Background: an optimization exercise with open tools, aiming at small area, a short achievable clock period and few clock cycles per item. Do not read the settings as production practice.
Function was checked by simulation only, so behaviour that the tests miss may differ from the original.

==> inputs of v38 <==
// calendar_date_difference
module calendar_date_difference (
  input  logic                           clk_i,
  input  logic                           rst_ni,
  input  logic                           in_valid_i,
  output logic                           in_ready_o,
  input  logic [cdd_pkg::YEAR_W-1:0]     first_year_i,
  input  logic [cdd_pkg::MONTH_W-1:0]    first_month_i,
  input  logic [cdd_pkg::DAY_W-1:0]      first_day_i,
  input  logic [cdd_pkg::YEAR_W-1:0]     second_year_i,
  input  logic [cdd_pkg::MONTH_W-1:0]    second_month_i,
  input  logic [cdd_pkg::DAY_W-1:0]      second_day_i,
  output logic                           out_valid_o,
  input  logic                           out_ready_i,
  output logic [cdd_pkg::DIFF_W-1:0]     day_difference_o
);
==> flow/config.mk <==
export PLATFORM = sky130hd
export DESIGN_NAME = calendar_date_difference
export DESIGN_NICKNAME = calendar_date_difference
export VERILOG_FILES = /design/flow/design.v
export SDC_FILE = /design/flow/constraint.sdc
export NUM_CORES = 4
export LEC_CHECK = 0
export CAP_MARGIN = 20
export CORE_MARGIN = 2
export CORE_UTILIZATION = 40
export SETUP_SLACK_MARGIN = 2.6
export SLEW_MARGIN = 20
==> flow/constraint.sdc <==
create_clock -name core_clock -period 7.0 [get_ports {clk_i}]
set_input_delay 1.4000 -clock core_clock [delete_from_list [all_inputs] [get_ports {clk_i}]]
set_output_delay 1.4000 -clock core_clock [all_outputs]
set_load 0.01 [all_outputs]
standard.sh (not shown) runs the stock make flow with config.mk's settings and CLKGATE_MAP_FILE= SYNTH_SCRIPT=/design/flow/synth_recipe.tcl, a recipe that flattens the netlist after the stock synthesis.
==> flow/flow/run.sh <==
#!/bin/bash
# Layout flow: the standard flow (standard.sh), with one change: the
# buffers that buffer_ports puts on every input and output port are
# sky130_fd_sc_hd__buf_2 instead of the cell OpenROAD picks by default.
set -euo pipefail
export BUFFER_PORTS_ARGS="-buffer_cell sky130_fd_sc_hd__buf_2"
bash standard.sh finish > standard_flow.log 2>&1
==> v9: changes against v38 <==
==> flow/flow/run.sh (replaced) <==
#!/bin/bash
# Layout flow: the standard flow (standard.sh) with two changes:
# - the buffers that buffer_ports puts on every input and output port are
#   sky130_fd_sc_hd__buf_2 instead of the cell OpenROAD picks by default;
# - Yosys's synth skips its quick internal ABC pass (SYNTH_ARGS=-noabc), so
#   the full adders written in the RTL reach extract_fa as written; the
#   technology mapping ABC pass after it runs as usual.
set -euo pipefail
export BUFFER_PORTS_ARGS="-buffer_cell sky130_fd_sc_hd__buf_2"
export SYNTH_ARGS="-noabc"
bash standard.sh finish > standard_flow.log 2>&1
--- a/flow/config.mk
+++ b/flow/config.mk
@@ -8,5 +8,6 @@
 export CAP_MARGIN = 20
 export CORE_MARGIN = 2
-export CORE_UTILIZATION = 40
-export SETUP_SLACK_MARGIN = 2.6
+export CORE_UTILIZATION = 60
+export PLACE_DENSITY = 0.75
+export SETUP_SLACK_MARGIN = 2.4
 export SLEW_MARGIN = 20
==> comparison table <==
metric	v38	v9
Startpoint of the most critical setup path	first_year_i[3]	first_year_i[5]
Count of cell types in the netlist	69	68
Worst r2r path cells	13	11
Proportion of cell area occupied by multi-input gates	59.2%	61.1%
Met2 Resource Use GR	26.8%	39.1%
Post-CTS Repair Setup Buffers	4	3
Tap cell count	384	229
Result of the run	complete, no violations	complete, no violations
Sum of met3 wire segment lengths after detailed routing	848 µm	718 µm
Detailed Place HPWL	20.3 mm	18.0 mm
Worst hold slack across all endpoints	475 ps	473 ps
Non-clock buffer instance count of the final layout	90	81
Wire length of the first global-routing pass	40.6 mm	36.6 mm
Met3 routing resource usage after global routing	1.28%	2.70%
Worst-path fanout max	3	6
Detailed-routing iteration count for the pre-antenna-repair pass	5	4
Proportion of layout cells with a drive suffix above 1	14.2%	12.0%
Relative slew slack	33.6%	34.3%
Clock Latency Late Sink	360 ps	340 ps
Routed length on met1	11.7 mm	9.91 mm
Number of clock buffers in the layout	9	10
Final cell count without fillers	1655	1366
GRT Util Overall	16.4%	23.5%
Critical path required time	7080 ps	7100 ps
Testbench counts of v38, summed over its fixed seeds: cycles 24,016, items 24,000.
Testbench counts of v9, summed over its fixed seeds: cycles 24,016, items 24,000.

========
==> exp/lagoon: inputs <==
calendar_date_difference, a different RTL version from the one above (not shown whole).
Settings: LEC_CHECK=0, CAP_MARGIN=20, CORE_MARGIN=2, CORE_UTILIZATION=50, CTS_BUF_LIST=sky130_fd_sc_hd__clkbuf_8, SETUP_SLACK_MARGIN=2.7, SLEW_MARGIN=20; clock period 7.0 ns.
==> flow/flow/run.sh <==
#!/bin/bash
# Layout flow: the standard flow (standard.sh) with two changes:
# - the buffers that buffer_ports puts on every input and output port are
#   sky130_fd_sc_hd__buf_1 instead of the cell OpenROAD picks by default;
# - Yosys's synth skips its quick internal ABC pass (SYNTH_ARGS=-noabc), so
#   the full adders written in the RTL reach extract_fa as written; the
#   technology mapping ABC pass after it runs as usual.
set -euo pipefail
export BUFFER_PORTS_ARGS="-buffer_cell sky130_fd_sc_hd__buf_1"
export SYNTH_ARGS="-noabc"
bash standard.sh finish > standard_flow.log 2>&1
==> exp/nickel (differences from exp/lagoon) <==
--- a/flow/config.mk
+++ b/flow/config.mk
@@ -7,7 +7,7 @@
 export LEC_CHECK = 0
 export CAP_MARGIN = 20
 export CORE_MARGIN = 2
-export CORE_UTILIZATION = 50
+export CORE_UTILIZATION = 40
 export CTS_BUF_LIST = sky130_fd_sc_hd__clkbuf_8
-export SETUP_SLACK_MARGIN = 2.7
+export SETUP_SLACK_MARGIN = 3.1
 export SLEW_MARGIN = 20
==> exp/quartz (differences from exp/lagoon) <==
--- a/flow/config.mk
+++ b/flow/config.mk
@@ -7,7 +7,7 @@
 export LEC_CHECK = 0
 export CAP_MARGIN = 20
 export CORE_MARGIN = 2
-export CORE_UTILIZATION = 50
+export CORE_UTILIZATION = 40
 export CTS_BUF_LIST = sky130_fd_sc_hd__clkbuf_8
-export SETUP_SLACK_MARGIN = 2.7
+export SETUP_SLACK_MARGIN = 2.9
 export SLEW_MARGIN = 20
==> exp/amber (differences from exp/lagoon) <==
--- a/flow/config.mk
+++ b/flow/config.mk
@@ -7,7 +7,7 @@
 export LEC_CHECK = 0
 export CAP_MARGIN = 20
 export CORE_MARGIN = 2
-export CORE_UTILIZATION = 50
+export CORE_UTILIZATION = 40
 export CTS_BUF_LIST = sky130_fd_sc_hd__clkbuf_8
-export SETUP_SLACK_MARGIN = 2.7
+export SETUP_SLACK_MARGIN = 2.5
 export SLEW_MARGIN = 20
==> qor summary <==
metric	exp/lagoon	exp/quartz	exp/nickel	exp/amber
Run status	timing/DRC/antenna clean	timing/DRC/antenna clean	timing/DRC/antenna clean	timing/DRC/antenna clean
Crit-path slowest cell	sky130_fd_sc_hd__fa_1	sky130_fd_sc_hd__fa_2	sky130_fd_sc_hd__fa_2	sky130_fd_sc_hd__fa_1
Crit path arrival time	4.43 ns	4.26 ns	4.27 ns	4.48 ns
Vias in the first global route	7507	7435	7936	7309
Global-route wire length before repair	36900 um	37700 um	39100 um	36000 um
Worst slew margin	56.2%	39.2%	32.3%	54.0%
Post-CTS setup buffer count	3	6	35	2
Number of buffers and inverters on the critical path	4	2	2	1
Placeable core region	22000 sq um	27700 sq um	27700 sq um	27700 sq um
Largest stage delay on the critical path	0.57 ns	0.57 ns	0.56 ns	0.52 ns
Floorplan die width	154 um	172 um	172 um	172 um
Area of the die	23700 sq um	29400 sq um	29400 sq um	29400 sq um
Routed met1 length	10800 um	11000 um	11300 um	10800 um
Testbench counts of exp/lagoon, summed over its fixed seeds: cycles 24,016, items 24,000.
Testbench counts of exp/nickel, summed over its fixed seeds: cycles 24,016, items 24,000.
Testbench counts of exp/quartz, summed over its fixed seeds: cycles 24,016, items 24,000.
Testbench counts of exp/amber, summed over its fixed seeds: cycles 24,016, items 24,000.

========
==> trial 71 <==
Another version of the RTL of calendar_date_difference (not shown whole).
Settings: LEC_CHECK=0, CAP_MARGIN=20, CORE_MARGIN=2, CORE_UTILIZATION=40, SLEW_MARGIN=20; clock period 7.0 ns.
==> flow/flow/run.sh <==
#!/bin/bash
# Layout flow: the standard flow (standard.sh), with one change: the
# buffers that buffer_ports puts on every input and output port are
# sky130_fd_sc_hd__buf_2 instead of the cell OpenROAD picks by default.
set -euo pipefail
export BUFFER_PORTS_ARGS="-buffer_cell sky130_fd_sc_hd__buf_2"
bash standard.sh finish > standard_flow.log 2>&1
==> build 86: changes against trial 71 <==
Settings changed: SETUP_SLACK_MARGIN set to 2.2.
==> comparison table <==
Outcome: trial 71 finished clean; build 86 finished clean
Met1 layer wirelength in the final routing: trial 71 12100 µm; build 86 12300 µm
Worst setup startpoint: trial 71 second_year_i[6]; build 86 first_year_i[6]
Multi-input gate share of total cell area: trial 71 60.6%; build 86 60.6%
Number of buffers other than clock buffers in the final layout: trial 71 75; build 86 79
Arrival time reported for the critical path endpoint: trial 71 5.15 ns; build 86 4.70 ns
Worst setup skew after layout: trial 71 0.0112 ns; build 86 0.0108 ns
Average detailed-routed wire length per instance: trial 71 15.0 µm; build 86 15.2 µm
Total global routing track utilization: trial 71 16.8%; build 86 16.9%
Worst setup slack after layout: trial 71 1.93 ns; build 86 2.39 ns
Fin area: trial 71 0.0130 mm²; build 86 0.0131 mm²
Fmax: trial 71 0.197 GHz; build 86 0.217 GHz
Finished Core Util: trial 71 43.8%; build 86 44.1%
Final-stage net count: trial 71 1613; build 86 1618
Area added between synthesis and finish: trial 71 7.39%; build 86 8.23%
Worst rel slew slack: trial 71 31.5%; build 86 31.5%
Number of DRC markers in iteration 0: trial 71 503; build 86 512
Final hold slack: trial 71 0.471 ns; build 86 0.471 ns
Pin slew with the least headroom to its limit: trial 71 1.03 ns; build 86 1.03 ns
Testbench counts of trial 71, summed over its fixed seeds: cycles 24,016, items 24,000.
Testbench counts of build 86, summed over its fixed seeds: cycles 24,016, items 24,000.

what the ideal ports hide:
Ports are ideal in the flow. The routed layouts listed here were re-timed in OpenROAD. Step 1: set_driving_cell puts a clkbuf_16 on clk_i and a buf_2 on each other input, an assumption about the parent block. Step 2, shift: input delay + t, output delay - t, t = (earliest + latest rising clock arrival at the registers) / 2. This alone moves slack from input paths to output paths. Three values: no drivers, after step 1, after step 2; two values: the first two.
| run | t, ns | setup WS [ns] | worst setup path after step 2 |
|---|---|---|---|
| v38 | 0.385 | 2.640 / 2.627 / 2.242 | input to register |
| v9 | 0.378 | 2.495 / 2.516 / 2.139 | input to register |
| exp/lagoon | 0.408 | 2.804 / 2.822 / 2.417 | input to register |
| exp/nickel | 0.404 | 2.864 / 2.864 / 2.550 | input to register |
| exp/quartz | 0.406 | 2.883 / 2.883 / 2.544 | input to register |
| exp/amber | 0.409 | 2.649 / 2.649 / 2.284 | input to register |
| trial 71 | 0.389 | 1.932 / 1.957 / 1.568 | input to register |
| build 86 | 0.390 | 2.389 / 2.380 / 2.020 | input to register |
After both steps setup and hold are still met in every run listed. The setup slack of v38, which loses most, moves by -0.013 ns with the drivers and by -0.398 ns with both steps.
